From an optimization exercise on the open Yosys and OpenROAD flow, aimed at small area and a short achievable clock period; shortcuts taken in it are not production practice. Function was checked by simulation only, so behaviour that the tests miss may differ from the original.

==> flow/design.v <==
`default_nettype none
package init_store_pkg;
  typedef enum logic [1:0] {
    ST_NONE   = 2'd0,
    ST_END    = 2'd1,
    ST_RANOUT = 2'd2,
    ST_ABORT  = 2'd3
  } status_e;
  localparam logic [23:0] DEF_END_CODE = 24'hFF_FFFF;
  localparam int DEV_HI = 23;
  localparam int DEV_LO = 16;
  localparam int REG_HI = 15;
  localparam int REG_LO = 8;
  localparam int VAL_HI = 7;
  localparam int VAL_LO = 0;
endpackage
`default_nettype wire
`default_nettype none
module ram_ao3 (
  input  logic [2:0] s,
  input  logic [2:0] d,
  output logic       y_n
);
  assign y_n = ~((s[0] & d[0]) | (s[1] & d[1]) | (s[2] & d[2]));
endmodule
module ram_col (
  input  logic [63:0] s,
  input  logic [63:0] d,
  output logic        y
);
  logic [21:0] leaf_n;
  for (genvar g = 0; g < 21; g++) begin : g_leaf
    ram_ao3 u_ao3 (
      .s  (s[3*g +: 3]),
      .d  (d[3*g +: 3]),
      .y_n(leaf_n[g])
    );
  end
  assign leaf_n[21] = ~(s[63] & d[63]);
  assign y = ~(&leaf_n);
endmodule
module ram_wbit (
  input  logic row_we,
  input  logic row_we_n,
  input  logic wdata,
  input  logic q,
  output logic d
);
  assign d = (row_we & wdata) | (row_we_n & q);
endmodule
module ram_dec (
  input  logic        en,
  input  logic [5:0]  a,
  output logic [63:0] sel
);
  always_comb begin
    for (int i = 0; i < 64; i++) begin
      sel[i] = en && (a == i[5:0]);
    end
  end
endmodule
module ram_sdp_init #(
  parameter int DATA_W    = 24,
  parameter int ADDR_W    = 6,
  parameter     INIT_FILE = "adv7611.mif"
) (
  input  logic              clk,
  input  logic              rst,
  input  logic              a_we_i,
  input  logic [ADDR_W-1:0] a_addr_i,
  input  logic [DATA_W-1:0] a_wdata_i,
  output logic [DATA_W-1:0] a_rdata_o,
  input  logic [2**ADDR_W-1:0] b_sel_i,
  output logic [DATA_W-1:0] b_rdata_o
);
  localparam int DEPTH = 2**ADDR_W;
  logic [DATA_W-1:0] mem_q [DEPTH];
  logic [DATA_W-1:0] mem_d [DEPTH];
  logic [DEPTH-1:0]  row_we, row_we_n;
  logic [DATA_W-1:0] a_rdata_q;
  logic [DEPTH-1:0]  a_sel, b_sel;
  logic [DEPTH-1:0]  col [DATA_W];
  logic [DATA_W-1:0] a_rd, b_rd;
  always_comb begin
    for (int i = 0; i < DEPTH; i++) begin
      row_we[i]   = a_we_i && (a_addr_i == i[ADDR_W-1:0]);
      row_we_n[i] = !row_we[i];
    end
  end
  for (genvar i = 0; i < DEPTH; i++) begin : g_wrow
    for (genvar b = 0; b < DATA_W; b++) begin : g_wbit
      ram_wbit u_wbit (
        .row_we  (row_we[i]),
        .row_we_n(row_we_n[i]),
        .wdata   (a_wdata_i[b]),
        .q       (mem_q[i][b]),
        .d       (mem_d[i][b])
      );
    end
  end
  always_ff @(posedge clk) begin
    for (int i = 0; i < DEPTH; i++) begin
      mem_q[i] <= mem_d[i];
    end
  end
  ram_dec u_dec_a (.en(!rst), .a(a_addr_i), .sel(a_sel));
  assign b_sel = b_sel_i;
  for (genvar b = 0; b < DATA_W; b++) begin : g_bit
    for (genvar i = 0; i < DEPTH; i++) begin : g_row
      assign col[b][i] = mem_q[i][b];
    end
    ram_col u_col_a (.s(a_sel), .d(col[b]), .y(a_rd[b]));
    ram_col u_col_b (.s(b_sel), .d(col[b]), .y(b_rd[b]));
  end
  always_ff @(posedge clk) begin
    a_rdata_q <= a_rd;
  end
  assign a_rdata_o = a_rdata_q;
  assign b_rdata_o = b_rd;
endmodule
`default_nettype wire
`default_nettype none
module init_cmd_store #(
  parameter int                DATA_W    = 24,
  parameter int                ADDR_W    = 6,
  parameter                    INIT_FILE = "adv7611.mif",
  parameter logic [DATA_W-1:0] END_CODE  = {DATA_W{1'b1}}
) (
  input  logic              clk,
  input  logic              rst,
  input  logic              host_we,
  input  logic [ADDR_W-1:0] host_addr,
  input  logic [DATA_W-1:0] host_wdata,
  output logic [DATA_W-1:0] host_rdata,
  input  logic              start,
  input  logic [ADDR_W-1:0] start_addr,
  input  logic              abort,
  output logic              busy,
  output logic              done,
  output logic [1:0]        status,
  output logic [ADDR_W:0]   count,
  output logic              m_valid,
  output logic [DATA_W-1:0] m_data,
  input  logic              m_ready
);
  localparam logic [1:0] S_IDLE  = 2'd0;
  localparam logic [1:0] S_RUN   = 2'd1;
  localparam logic [1:0] S_DRAIN = 2'd2;
  logic [1:0]        state_q, state_d;
  logic [63:0]       psel_q, psel_d;
  logic              pend_q, pend_d;
  logic              infl_q, infl_d;
  logic [1:0]        occ_q, occ_d;
  logic [DATA_W-1:0] slot0_q, slot0_d;
  logic [DATA_W-1:0] slot1_q, slot1_d;
  logic [ADDR_W:0]   count_q, count_d;
  init_store_pkg::status_e           status_q, status_d;
  logic              done_q, done_d;
  logic [DATA_W-1:0] mem_rd, ret_word;
  logic              pop, ret_valid, ret_end, push, issue, run;
  logic [1:0]        occ_next;
  logic [2:0]        credit;
  ram_sdp_init #(
    .DATA_W   (DATA_W),
    .ADDR_W   (ADDR_W),
    .INIT_FILE(INIT_FILE)
  ) u_ram (
    .clk      (clk),
    .rst      (rst),
    .a_we_i   (host_we),
    .a_addr_i (host_addr),
    .a_wdata_i(host_wdata),
    .a_rdata_o(host_rdata),
    .b_sel_i  (psel_q),
    .b_rdata_o(mem_rd)
  );
  always_comb begin
    run       = (state_q == S_RUN);
    pop       = (occ_q != 2'd0) && m_ready;
    ret_word  = occ_q[0] ? slot1_q : slot0_q;
    ret_valid = infl_q && run;
    ret_end   = ret_valid && (ret_word == END_CODE);
    push      = ret_valid && !ret_end;
    occ_next  = occ_q + {1'b0, push} - {1'b0, pop};
    credit    = {1'b0, occ_q} + {2'b00, infl_q} - {2'b00, pop};
    issue     = run && !pend_q && !ret_end && !abort && (credit < 3'd2);
  end
  always_comb begin
    state_d  = state_q;
    psel_d   = psel_q;
    pend_d   = pend_q;
    infl_d   = 1'b0;
    occ_d    = occ_next;
    slot0_d  = slot0_q;
    slot1_d  = slot1_q;
    count_d  = count_q + {{ADDR_W{1'b0}}, pop};
    status_d = status_q;
    done_d   = 1'b0;
    if (pop) begin
      slot0_d = slot1_q;
    end
    if (issue) begin
      if (occ_next[0]) begin
        slot1_d = mem_rd;
      end else begin
        slot0_d = mem_rd;
      end
    end
    case (state_q)
      S_IDLE: begin
        if (start && !abort) begin
          state_d  = S_RUN;
          psel_d   = 64'd1 << start_addr;
          pend_d   = 1'b0;
          count_d  = '0;
          status_d = init_store_pkg::ST_NONE;
          occ_d    = 2'd0;
        end
      end
      S_RUN: begin
        infl_d = issue;
        if (issue) begin
          psel_d = {psel_q[62:0], 1'b0};
          pend_d = psel_q[63];
        end
        if (ret_end) begin
          state_d  = S_DRAIN;
          status_d = init_store_pkg::ST_END;
        end else if (ret_valid && pend_q) begin
          state_d  = S_DRAIN;
          status_d = init_store_pkg::ST_RANOUT;
        end
      end
      S_DRAIN: begin
        if (occ_q == 2'd0) begin
          state_d = S_IDLE;
          done_d  = 1'b1;
        end
      end
      default: begin
        state_d = S_IDLE;
      end
    endcase
    if (abort && (state_q != S_IDLE)) begin
      state_d  = S_IDLE;
      occ_d    = 2'd0;
      infl_d   = 1'b0;
      status_d = init_store_pkg::ST_ABORT;
      done_d   = 1'b1;
    end
  end
  always_ff @(posedge clk) begin
    if (rst) begin
      state_q  <= S_IDLE;
      infl_q   <= 1'b0;
      occ_q    <= 2'd0;
      count_q  <= '0;
      status_q <= init_store_pkg::ST_NONE;
      done_q   <= 1'b0;
    end else begin
      state_q  <= state_d;
      infl_q   <= infl_d;
      occ_q    <= occ_d;
      count_q  <= count_d;
      status_q <= status_d;
      done_q   <= done_d;
    end
  end
  always_ff @(posedge clk) begin
    psel_q  <= psel_d;
    pend_q  <= pend_d;
    slot0_q <= slot0_d;
    slot1_q <= slot1_d;
  end
  assign busy    = (state_q != S_IDLE);
  assign done    = done_q;
  assign status  = status_q;
  assign count   = count_q;
  assign m_valid = (occ_q != 2'd0);
  assign m_data  = slot0_q;
endmodule
`default_nettype wire
==> flow/flow/run.sh <==
#!/bin/bash
# Standard ORFS layout, with the port buffers made as plain buf_4 cells
# instead of the delay-buffer cell buffer_ports picks by default.
set -euo pipefail
bash standard.sh BUFFER_PORTS_ARGS="-buffer_cell sky130_fd_sc_hd__buf_4" finish > standard.log 2>&1
==> flow/standard.sh <==
#!/bin/bash
# synth_recipe.tcl (not shown) runs the flow's synth.tcl, then flattens the netlist and writes it again
# the make line also repeats each setting of config.mk as NAME=value (left out here)
make -C /OpenROAD-flow-scripts/flow DESIGN_CONFIG=/design/flow/config.mk WORK_HOME=/design/flow/orfs CLKGATE_MAP_FILE= SYNTH_SCRIPT=/design/flow/synth_recipe.tcl "${@:-finish}"
==> flow/config.mk <==
export PLATFORM = sky130hd
export DESIGN_NAME = init_cmd_store
export DESIGN_NICKNAME = init_cmd_store
export VERILOG_FILES = /design/flow/design.v
export SDC_FILE = /design/flow/constraint.sdc
export NUM_CORES = 4
export LEC_CHECK = 0
export CAP_MARGIN = 20
export CORE_MARGIN = 2
export CORE_UTILIZATION = 50
export CTS_CLUSTER_DIAMETER = 60
export CTS_CLUSTER_SIZE = 20
export SETUP_SLACK_MARGIN = 1.6
export SLEW_MARGIN = 20
export SYNTH_HIERARCHICAL = 1
export SYNTH_MINIMUM_KEEP_SIZE = 0
==> flow/constraint.sdc <==
create_clock -name core_clock -period 4.0 [get_ports {clk}]
set_input_delay 0.8000 -clock core_clock [delete_from_list [all_inputs] [get_ports {clk}]]
set_output_delay 0.8000 -clock core_clock [all_outputs]
set_load 0.01 [all_outputs]
==> results.toml <==
[global_routing]
gr-total-overflow = 0
grt_pass1_vias = 60023
grt_start_max_net_pins = 72
grt_pass1_wl_microns = 478000
antenna_found_initial = 14
grt_usage = 0.506

[logic_synthesis]
synth_common_cells = "1,599 x dfxtp_1, 1,585 x a22o_1, 1,008 x a222oi_1, 259 x nand2_1, 203 x nand4_1"
synth-seq-cells = 1688
synthArstFlopShare = 0
ys.warnings.count = 14
syn_nets = 5328
synth.most_common_cell = "dfxtp_1"
ys_seq_area_frac = 0.538
synth_area_leaders = "dfxtp_1 50%, a22o_1 22%, a222oi_1 16%"
yosysTopAreaCell = "dfxtp_1"
synth-edff-count = 89
syn_area_sq_um = 64400
ys_types = 66
ys.flop_type = "dfxtp_1"
netlist.area_leader.share = 0.497
syn-instance-count = 5283
syn_area_per_cell_sq_um = 12.2

[place]
dp_hpwl_microns = 213000
port_buffers = 101
place_congestion = 1.08

[power_and_ir_drop]
power_frac_seq = 0.490
p_per_area_nw_per_um2 = 528
ir_drop_v = 0.000424
switching_power_uw = 13300
power_leakage_uw = 0.0328
power.total_uw = 43600
p_sw_frac = 0.306
clkPwrFrac = 0.341
combPwrFrac = 0.169
intPower_uw = 30200

[final_layout]
multi_input_area_sq_um = 31300
area_delta_synth_final_pct = 28.0
utilization = 0.646
fillers = 9995
nNetsFinal = 6457
ff_latch_area_sq_um = 34700
drive_gt1_frac = 0.248

[worst_setup_path]
cp.required_ns = 4.69
cp.arrival_ns = 3.81
end_kind = "flip-flop"
r2r_cells = 10
r2r_end = "slot0_q[7]$_DFF_P_"
rrSetupSlack_ns = 0.89
startpoint_type = "flip-flop"
path_class = "flip-flop to flip-flop"
crit_fanout = 5
r2r_start = "psel_q[38]$_DFFE_PP_"

[route]
vias = 68402
drtAntennaViolNets = 0
drtIter0Drc = 21339
routed_via_density = 8.35
wire_per_inst_microns = 43.1
finalWirelength_microns = 353000
drc = 0
drtPass1Iterations = 19

[outcome]
status = "timing/DRC/antenna clean"

[worst_hold_path]
hold_path_class = "input pin to flip-flop"
min_to = "infl_q$_SDFF_PP0_"
hold_depth = 2
min_from = "abort"

[floorplan]
dieWidth_microns = 363
die-area_sq_um = 132000
initial_core_util = 0.505
core_area_sq_um = 128000
rows = 131
ioPinCount = 102
die_h_microns = 363

[clock_tree]
cts_tree = "done"
clk_pin_slew_ns = 0.08
cts_buffer_depth = 3
cts_root_buffer = "clkbuf_16"
cts_buffers = 138
clock_latency_ns = 0.82
clock_sinks = 1688
cts.hold.buffers_added = 0
htreeDepth = 4

[flow_run]
drv_cap = 0

[sta]
clock.fmax_ghz = 0.321
hold_viol = 0
rsz0062_at_grt = "yes"
drv_slew = 0
timing.final.crit_share = 0.778
finalClockSkew_ns = 0.0230
max-slew-margin-rel = 0.126
finalSetupViolCount = 0
fin_crit_ns = 3.11
worst_pin_slew_ns = 1.30
[how the worst max path moves through the flow]
stage                               startpoint                     endpoint  slack [ns]
after CTS                 psel_q[38]$_DFFE_PP_          slot0_q[10]$_DFF_P_        1.18
after detailed placement                   rst  u_ram.a_rdata_q[21]$_DFF_P_       -0.15
after global routing       psel_q[5]$_DFFE_PP_           slot0_q[3]$_DFF_P_        1.07
after global placement            host_addr[3]  u_ram.a_rdata_q[13]$_DFF_P_       -0.73
after floorplan                        m_ready         slot1_q[0]$_DFFE_PP_        1.14
final                     psel_q[38]$_DFFE_PP_           slot0_q[7]$_DFF_P_        0.89
[modules after synthesis (local to each module, per instance), excerpt]
module          flops+latches  copies in the design  cells inside
init_cmd_store            128                     1           458
ram_col                     0                    48             9
ram_ao3                     0                  1008             1
ram_wbit                    0                  1536             1
ram_dec                     0                     1            93
[metal layers]
layer	wire, microns	global-route usage
met5	540	0.0356
met4	27500	0.289
met3	65900	0.268
met2	135000	0.678
met1	124000	0.638
[per-stage QoR]
step	setup slack, ns	hold WS [ns]	cell area, sq um	setup TNS [ns]	instances
finish	0.889	0.273	82500	0	8192
global route	1.07	0.276	82500	0	8182
CTS	1.18	0.251	80600	0	8047
detailed placement	-0.148	0.468	71700	-0.366	7511
global placement	-0.734	0.456	71600	-2.29	7505
floorplan	1.14	0.460	65000	0	5283
[cells by family (layout without fill, tap and decap cells)]
logic type | count (synthesis) | in the layout | share of synthesized area
buffers and inverters | 65 | 1271 | 0.00528
AOI/OAI and AO/OA | 2675 | 2679 | 0.381
other | 0 | 13 | 0
muxes | 24 | 24 | 0.00536
xor gates and xnor gates | 8 | 8 | 0.00109
adders and majority gates | 3 | 3 | 0.000699
DFF | 1688 | 1688 | 0.538
and+or+nand+nor | 820 | 844 | 0.0681
[worst max-delay path, cell delays in order, from the launching register on]
cell      delay (ns)
edfxtp_1        0.43
buf_12          0.16
buf_8           0.13
buf_6           0.11
buf_6           0.12
a222oi_1        0.33
nand4_1         0.63
nor4_1          0.51
buf_4           0.24
nand2_4         0.06
mux2_4          0.27
[power groups by stage]
stage	sequential, uW	clock, uW	combinational, uW
floorplan	21100	0	3140
global placement	21600	0	5870
detailed placement	21600	0	6000
CTS	21200	14700	6620
global route	21500	15400	7380
finish	21300	14800	7370
[layout make-up]
type                            count  share of cell area
Inverter                            8            0.000546
Sequential cell                  1688               0.421
Timing Repair Buffer             1018               0.116
Antenna cell                       13            0.000394
Clock inverter                     75              0.0107
Multi-Input combinational cell   3558               0.379
Clock buffer                      170              0.0470
Tap cell                         1662              0.0252
[what timing repair did]
action | in CTS | in global routing
buffers inserted | 257 | 124
setup endpoints to repair | 165 | 131
gates cloned | 34 | 6
gates resized for setup | 299 | 142
pin swaps | 229 | 222
[cells in the final DEF, fill, tap and decap left out, drive strengths merged, types with 4 or more instances in the layout]
cell type	instances
nand3	57
nor3b	5
clkinvlp	11
and2	4
bufbuf	5
clkinv	26
dfxtp	1599
edfxtp	89
nand2	261
mux2	24
or2	4
o21ai	23
and4b	4
nor2	169
bufinv	12
or4b	8
inv	34
nor3	14
nand3b	6
nor4	52
a211oi	49
a222oi	1008
nand4	204
nor4b	6
nand4bb	12
and4bb	6
clkbuf	172
a21oi	4
buf	1011
xnor2	5
a22o	1586
nand2b	6
diode	13
nand4b	9
[flip-flops by register name, indices dropped and copies added (netlist names), 7 cells and up]
name	flops
u_ram.mem_q	1536
slot1_q	24
psel_q	64
u_ram.a_rdata_q	24
count_q	7
slot0_q	24

what the ideal ports hide:
The flow's constraints put no driver on any port. The routed layout listed below was extracted and timed again, unchanged, in two steps. Step 1, drivers: a clkbuf_16 drives clk and a buf_2 each remaining input, both assumed. Step 2 also shifts input and output timing later by t, the mid clock arrival at the registers, as if the neighbouring blocks saw the same clock. Slacks: ideal ports / drivers / drivers and shift; pairs: ideal ports / drivers.
shift t [ns]: 0.895
slack for setup (ns): 0.889 / 0.854 / -0.042
worst setup path after step 2: input to register
worst register clock-pin slew, ns: 0.09 / 0.09
worst data-port slew with drivers (ns): 0.35
Met with ideal ports but missed after step 2: setup timing in this run. For this run, drivers alone change the setup slack by -0.035 ns; drivers and shift together by -0.931 ns.
